This is an optimization exercise on Yosys and OpenROAD, whose aim is small area, a short achievable clock period and few clock cycles per item, not a production implementation.
Function was checked by simulation only, so behaviour that the tests miss may differ from the original.

Design murmur2_hash_bucket_select, start of the top module:
module murmur2_hash_bucket_select (
  input  logic        clk,
  input  logic        rst_n,
  input  logic        in_valid,
  output logic        in_stall,
  input  logic [31:0] in_data_word,
  input  logic [2:0]  in_valid_bytes,
  input  logic        in_last_word,
  input  logic [7:0]  in_key_length,
  output logic        out_valid,
  input  logic        out_stall,
  output logic [3:0]  out_bucket,
  output logic [31:0] out_hash_value,
  input  logic        cfg_valid,
  output logic        cfg_ready,
  input  logic        cfg_index,
  input  logic [31:0] cfg_data
);
make LEC_CHECK=0 CAP_MARGIN=20 CORE_MARGIN=2 CORE_UTILIZATION=40 SLEW_MARGIN=20 finish   # period 9.0 ns
run.sh (not shown) runs the stock make flow with config.mk's settings and CLKGATE_MAP_FILE= SYNTH_SCRIPT=/design/flow/synth_recipe.tcl, a recipe that flattens the netlist after the stock synthesis.
Testbench counts at the start, summed over its fixed seeds: cycles 19,770, keys 3,000.
==> next run, changes <==
--- a/flow/config.mk
+++ b/flow/config.mk
@@ -10,0 +11 @@
+export SETUP_SLACK_MARGIN = 2
Design area goes up by 1.6%.
Worst hold slack improves by 0.0045 ns.
Die area is unchanged.
Setup slack improves by 1.1 ns.
Clock-buffer cell count goes up by 3.
Utilization goes up by 0.73 points.
Via count goes up by about 1.3%.


== the reference run ==
murmur2_hash_bucket_select, a different RTL version from the one above (not shown whole).
For scale: about 3,100 cells after synthesis, roughly 340 flip-flops, roughly 120 I/O pins, ~38,000 sq um of cells after synthesis.
Settings: LEC_CHECK=0, CAP_MARGIN=20, CORE_MARGIN=2, CORE_UTILIZATION=40, SETUP_SLACK_MARGIN=4, SLEW_MARGIN=20, SYNTH_HIERARCHICAL=1, SYNTH_MINIMUM_KEEP_SIZE=0; clock period 9.0 ns.
Testbench counts of the reference run, summed over its fixed seeds: cycles 19,770, keys 3,000.
Here is what was changed in the inputs of the trial run compared with the reference run.
- SETUP_SLACK_MARGIN changed from 4 to 3
Notes after the runs:
- Looking at kind of critical path, the reg -> reg result is from the reference run; the reg -> out one comes from the trial run.
- On setup slack of the critical path after layout, the lower figure sits with the trial run, not the reference run.
- Looking at design area, the trial run sits 10% below the reference run.
- Re required time reported for the critical path endpoint: the reference run was higher than the trial run.
- Sort the reference run and the trial run by sequential share of layout area asc -> top: the reference run
- In terms of worst hold margin, the reference run and the trial run differ only marginally.


murmur2_hash_bucket_select, a different RTL version from the one above (not shown whole).
For scale: about 3,300 cells after synthesis, roughly 380 flip-flops, ~40,000 sq um of cells after synthesis.
export LEC_CHECK = 0
export CAP_MARGIN = 20
export CORE_MARGIN = 2
export CORE_UTILIZATION = 60
export CTS_BUF_LIST = sky130_fd_sc_hd__clkbuf_4 sky130_fd_sc_hd__clkbuf_8
export PLACE_DENSITY = 0.6
export SETUP_SLACK_MARGIN = 3.1
export SLEW_MARGIN = 20
export SYNTH_HIERARCHICAL = 1
export SYNTH_MINIMUM_KEEP_SIZE = 0
create_clock -name core_clock -period 9.0 [get_ports {clk}]
Testbench counts at the start, summed over its fixed seeds: cycles 19,770, keys 3,000.
Next try:
CORE_UTILIZATION = 70   (was 60)
CTS_BUF_LIST = default   (was sky130_fd_sc_hd__clkbuf_4 sky130_fd_sc_hd__clkbuf_8)
PLACE_DENSITY = 0.72   (was 0.6)
What happened:
- register-to-register slack loses 0.08 ns
- final area falls by 0.39%
- wire length hardly moves
Next try:
CORE_UTILIZATION = 60   (was 70)
PLACE_DENSITY = 0.6   (was 0.72)
SETUP_SLACK_MARGIN = 3.2   (was 3.1)
Effect: Global-route usage goes down by 4.9 points. Count of clock-buffer cells in the layout goes down by 1. Via count goes down by about 2.8%. Synthesized area stays the same. Non-clock buffer count goes up by 46. Core utilization goes down by 11 points. Final area goes up by 0.78%. First-iteration DRC count goes down by about 3.7%.
Next try:
SETUP_SLACK_MARGIN = 3.35   (was 3.2)
The new run finished clean.
Routed wire length went up by 1.6%.
Synthesized cell count does not change.
Non-clock buffer count went up by 75.
Clock-buffer cell count went down by 8.
Cell area went up by 2.4%.
Final cell count went up by 1.7%.
Synthesized area does not change.
Core utilization went up by 1.6 points.
Next try:
SETUP_SLACK_MARGIN = 3.1   (was 3.35)
The new run passed the timing, DRC and antenna checks; first-iteration DRC count came out higher by a few percent; final area came out lower by a few percent; via count came out lower slightly; clock-buffer cell count came out higher by 8; maximum frequency came out lower by a few percent; register-to-register slack loses 0.17 ns; routed wire length came out lower slightly; clock skew is about the same; worst setup slack loses 0.17 ns.

static timing again, ports no longer ideal:
No port has a modelled driver above. Below, the same layouts with a new extraction and two added sets of constraints. Step 1 (the two cells are an assumption about what drives the block):
set clk [get_ports {clk}]
set_driving_cell -lib_cell sky130_fd_sc_hd__clkbuf_16 $clk
set_driving_cell -lib_cell sky130_fd_sc_hd__buf_2 [delete_from_list [all_inputs] $clk]
Step 2 also shifts input and output timing later by t, the mid clock arrival at the registers, as if the neighbouring blocks saw the same clock. a / b / c = no drivers / after step 1 / after step 2; a / b = the first two.
run	t (ns)	setup WS [ns]	latest minus earliest clock arrival (ns)
the first run of note 1	0.628	1.091 / 1.091 / 1.091	0.025 / 0.026
the second run of note 1	0.637	2.181 / 2.181 / 2.181	0.051 / 0.051
the reference run	0.623	2.048 / 1.985 / 2.048	0.039 / 0.039
the trial run	0.629	1.996 / 1.934 / 2.018	0.044 / 0.043
the first run of note 3	0.736	3.267 / 3.242 / 3.242	0.057 / 0.057
the second run of note 3	0.650	3.243 / 3.243 / 3.243	0.046 / 0.046
the third run of note 3	0.661	3.390 / 3.365 / 3.365	0.032 / 0.032
the fourth run of note 3	0.655	3.471 / 3.471 / 3.471	0.030 / 0.030
the fifth run of note 3	0.661	3.300 / 3.300 / 3.300	0.033 / 0.033
After both steps every run listed still meets setup and hold.
